This is an optimization exercise on Yosys and OpenROAD, whose aim is small area, a short achievable clock period and few clock cycles per item, not a production implementation.
The RTL was checked by simulation tests, not by an equivalence proof against the original design.
Power is estimated from default activity; no workload was simulated.

Setup of run A:
// sample_tracker_report_scheduler
module sample_tracker_report_scheduler (
	input  wire logic                              clk,
	input  wire logic                              arst_n,
	input  wire logic                              cfg_write,
	input  wire logic [strs_pkg::CfgIdxW-1:0]      cfg_index,
	input  wire logic [strs_pkg::CfgW-1:0]         cfg_data,
	input  wire logic                              item_valid,
	output logic                                   item_ready,
	input  wire logic [33:0]                       item,
	output logic                                   result_valid,
	input  wire logic                              result_ready,
	output logic [101:0]                           result
);
==> module sample_tracker_report_scheduler, before the edit <==
module sample_tracker_report_scheduler (
	input  wire logic                              clk,
	input  wire logic                              arst_n,
	input  wire logic                              cfg_write,
	input  wire logic [strs_pkg::CfgIdxW-1:0]      cfg_index,
	input  wire logic [strs_pkg::CfgW-1:0]         cfg_data,
	input  wire logic                              item_valid,
	output logic                                   item_ready,
	input  wire logic [33:0]                       item,
	output logic                                   result_valid,
	input  wire logic                              result_ready,
	output logic [101:0]                           result
);
	logic [strs_pkg::TimeW-1:0] report_min_q;
	logic [strs_pkg::TimeW-1:0] report_max_q;
	logic                       on_change_q;
	logic [strs_pkg::TimeW-1:0]          elapsed_q;   
	logic signed [strs_pkg::ValueW-1:0]  value_q;
	logic                                valid_q;
	logic                                pending_q;
	logic signed [strs_pkg::ValueW-1:0]  min_q;
	logic signed [strs_pkg::ValueW-1:0]  max_q;
	logic                                ext_valid_q;
	logic res_valid_q;
	logic changed_q;
	logic new_min_q;
	logic new_max_q;
	logic due_q;
	logic                               is_tick;
	logic signed [strs_pkg::ValueW-1:0] in_value;
	logic                               in_ok;
	logic                               accept;
	logic                               take_sample;
	logic                               take_tick;
	logic                               same;
	logic                               new_min;
	logic                               new_max;
	logic                               gt_min;
	logic                               gt_max;
	logic                               wrap;
	logic                               due;
	function automatic logic ult32(input logic [31:0] a, input logic [31:0] b);
		logic [31:0] l;
		logic [31:0] g;
		l = ~a & b;
		g = a & ~b;
		for (int w = 16; w >= 1; w = w / 2) begin
			for (int j = 0; j < w; j++) begin
				l[j] = l[2*j+1] | (~g[2*j+1] & l[2*j]);
				g[j] = g[2*j+1] | (~l[2*j+1] & g[2*j]);
			end
		end
		ult32 = l[0];
	endfunction
	function automatic logic slt32(input logic [31:0] a, input logic [31:0] b);
		slt32 = ult32({~a[31], a[30:0]}, {~b[31], b[30:0]});
	endfunction
	function automatic logic [31:0] inc32(input logic [31:0] a);
		logic [31:0] r;
		for (int i = 0; i < 32; i++) begin
			r[i] = a[i] ^ (&(a | ~((32'd1 << i) - 32'd1)));
		end
		inc32 = r;
	endfunction
	assign is_tick  = item[33];
	assign in_value = item[32:1];
	assign in_ok    = item[0];
	assign item_ready   = !res_valid_q || result_ready;
	assign accept       = item_valid && item_ready;
	assign take_sample  = accept && !is_tick;
	assign take_tick    = accept && is_tick;
	assign result_valid = res_valid_q;
	assign result = {changed_q, new_max_q, new_min_q, due_q,
	                 value_q, valid_q, min_q, max_q, ext_valid_q};
	assign same    = in_ok && valid_q && (in_value == value_q);
	assign new_max = in_ok && (!ext_valid_q || slt32(max_q, in_value));
	assign new_min = in_ok && (!ext_valid_q || slt32(in_value, min_q));
	assign wrap   = &elapsed_q;
	assign gt_min = !wrap && !ult32(elapsed_q, report_min_q);
	assign gt_max = !wrap && !ult32(elapsed_q, report_max_q);
	assign due    = (report_min_q != '0) &&
		(on_change_q ? ((pending_q && gt_min) || gt_max) : gt_min);
	always_ff @(posedge clk or negedge arst_n) begin
		if (!arst_n) begin
			report_min_q <= '0;
			report_max_q <= '0;
			on_change_q  <= 1'b0;
		end else if (cfg_write) begin
			unique case (cfg_index)
				strs_pkg::CFG_REPORT_MIN: report_min_q <= cfg_data;
				strs_pkg::CFG_REPORT_MAX: report_max_q <= cfg_data;
				strs_pkg::CFG_ON_CHANGE:  on_change_q  <= cfg_data[0];
				default: ;    
			endcase
		end
	end
	always_ff @(posedge clk or negedge arst_n) begin
		if (!arst_n) begin
			res_valid_q <= 1'b0;
		end else if (accept) begin
			res_valid_q <= 1'b1;
		end else if (result_ready) begin
			res_valid_q <= 1'b0;
		end
	end
	always_ff @(posedge clk or negedge arst_n) begin
		if (!arst_n) begin
			changed_q <= 1'b0;
			new_min_q <= 1'b0;
			new_max_q <= 1'b0;
			due_q     <= 1'b0;
		end else if (accept) begin
			changed_q <= !is_tick && !same;
			new_min_q <= !is_tick && new_min;
			new_max_q <= !is_tick && new_max;
			due_q     <= is_tick && due;
		end
	end
	always_ff @(posedge clk or negedge arst_n) begin
		if (!arst_n) begin
			value_q     <= '0;
			valid_q     <= 1'b0;
			min_q       <= '0;
			max_q       <= '0;
			ext_valid_q <= 1'b0;
		end else if (take_sample) begin
			value_q <= in_ok ? in_value : '0;
			valid_q <= in_ok;
			if (new_min) begin
				min_q <= in_value;
			end
			if (new_max) begin
				max_q <= in_value;
			end
			if (in_ok) begin
				ext_valid_q <= 1'b1;
			end
		end
	end
	always_ff @(posedge clk or negedge arst_n) begin
		if (!arst_n) begin
			elapsed_q <= '0;
			pending_q <= 1'b0;
		end else if (take_sample) begin
			if (!same) begin
				pending_q <= 1'b1;
			end
		end else if (take_tick) begin
			if (due) begin
				elapsed_q <= '0;
				pending_q <= 1'b0;
			end else begin
				elapsed_q <= inc32(elapsed_q);
			end
		end
	end
endmodule
clock: 6.5 ns
lec_check: 0
cap_margin: 20
core_margin: 2
core_utilization: 40
setup_slack_margin: 3.5
slew_margin: 20
run.sh (not shown) runs the stock make flow with config.mk's settings and CLKGATE_MAP_FILE= SYNTH_SCRIPT=/design/flow/synth_recipe.tcl, a recipe that flattens the netlist after the stock synthesis.
Every stage of the flow completed for run A, and the final layout passed the timing, DRC and antenna checks.
Testbench counts of run A, summed over its fixed seeds: cycles 16,016, items 16,000.
The inputs of run B differ from those of run A as listed below.
--- a/flow/design.v
+++ b/flow/design.v
@@ -73,27 +73,4 @@
 	logic                               wrap;
 	logic                               due;
-	function automatic logic ult32(input logic [31:0] a, input logic [31:0] b);
-		logic [31:0] l;
-		logic [31:0] g;
-		l = ~a & b;
-		g = a & ~b;
-		for (int w = 16; w >= 1; w = w / 2) begin
-			for (int j = 0; j < w; j++) begin
-				l[j] = l[2*j+1] | (~g[2*j+1] & l[2*j]);
-				g[j] = g[2*j+1] | (~l[2*j+1] & g[2*j]);
-			end
-		end
-		ult32 = l[0];
-	endfunction
-	function automatic logic slt32(input logic [31:0] a, input logic [31:0] b);
-		slt32 = ult32({~a[31], a[30:0]}, {~b[31], b[30:0]});
-	endfunction
-	function automatic logic [31:0] inc32(input logic [31:0] a);
-		logic [31:0] r;
-		for (int i = 0; i < 32; i++) begin
-			r[i] = a[i] ^ (&(a | ~((32'd1 << i) - 32'd1)));
-		end
-		inc32 = r;
-	endfunction
 	assign is_tick  = item[33];
 	assign in_value = item[32:1];
@@ -107,9 +84,9 @@
 	                 value_q, valid_q, min_q, max_q, ext_valid_q};
 	assign same    = in_ok && valid_q && (in_value == value_q);
-	assign new_max = in_ok && (!ext_valid_q || slt32(max_q, in_value));
-	assign new_min = in_ok && (!ext_valid_q || slt32(in_value, min_q));
+	assign new_max = in_ok && (!ext_valid_q || (max_q < in_value));
+	assign new_min = in_ok && (!ext_valid_q || (in_value < min_q));
 	assign wrap   = &elapsed_q;
-	assign gt_min = !wrap && !ult32(elapsed_q, report_min_q);
-	assign gt_max = !wrap && !ult32(elapsed_q, report_max_q);
+	assign gt_min = !wrap && (elapsed_q >= report_min_q);
+	assign gt_max = !wrap && (elapsed_q >= report_max_q);
 	assign due    = (report_min_q != '0) &&
 		(on_change_q ? ((pending_q && gt_min) || gt_max) : gt_min);
@@ -184,5 +161,5 @@
 				pending_q <= 1'b0;
 			end else begin
-				elapsed_q <= inc32(elapsed_q);
+				elapsed_q <= elapsed_q + 32'd1;
 			end
 		end
==> comparison <==
NOTE: fraction of power consumed by the clock network in run B exceeds that of run A
Proportion of cell area occupied by multi-input gates was higher in the run labelled run B.
Run A and run B ended up with roughly the same final design area excluding fillers.
Relative to run A, post-synth net total increased by 157 in run B.
Comparing run A with run B, the clock group total power came out essentially unchanged.
Testbench counts of run B, summed over its fixed seeds: cycles 16,016, items 16,000.

## port drivers added, routing unchanged
Ports are ideal in the flow. The routed layouts listed here were re-timed in OpenROAD. Step 1 sets driving cells, clkbuf_16 on the clock port and buf_2 on the other inputs (assumed; they add their load-dependent delay and slew). Step 2 times the ports against the registers' clock, not the clock port: input delays grow and output delays shrink by t, the midpoint of the rising clock arrivals with the driver on. Three values: ideal, step 1, step 2; two values: the first two.
run | t, ns | setup WS [ns] | worst setup path at the end | slew at the worst register clock pin (ns) | worst slew at a driven data input, ns
run A | 0.563 | 3.155 / 3.160 / 2.597 | input to register | 0.06 / 0.06 | 0.09
run B | 0.568 | 3.505 / 3.508 / 2.941 | input to register | 0.06 / 0.06 | 0.06
After both steps setup and hold are still met in every run listed. The setup slack of run B, which loses most, moves by +0.003 ns with the drivers and by -0.564 ns with both steps.
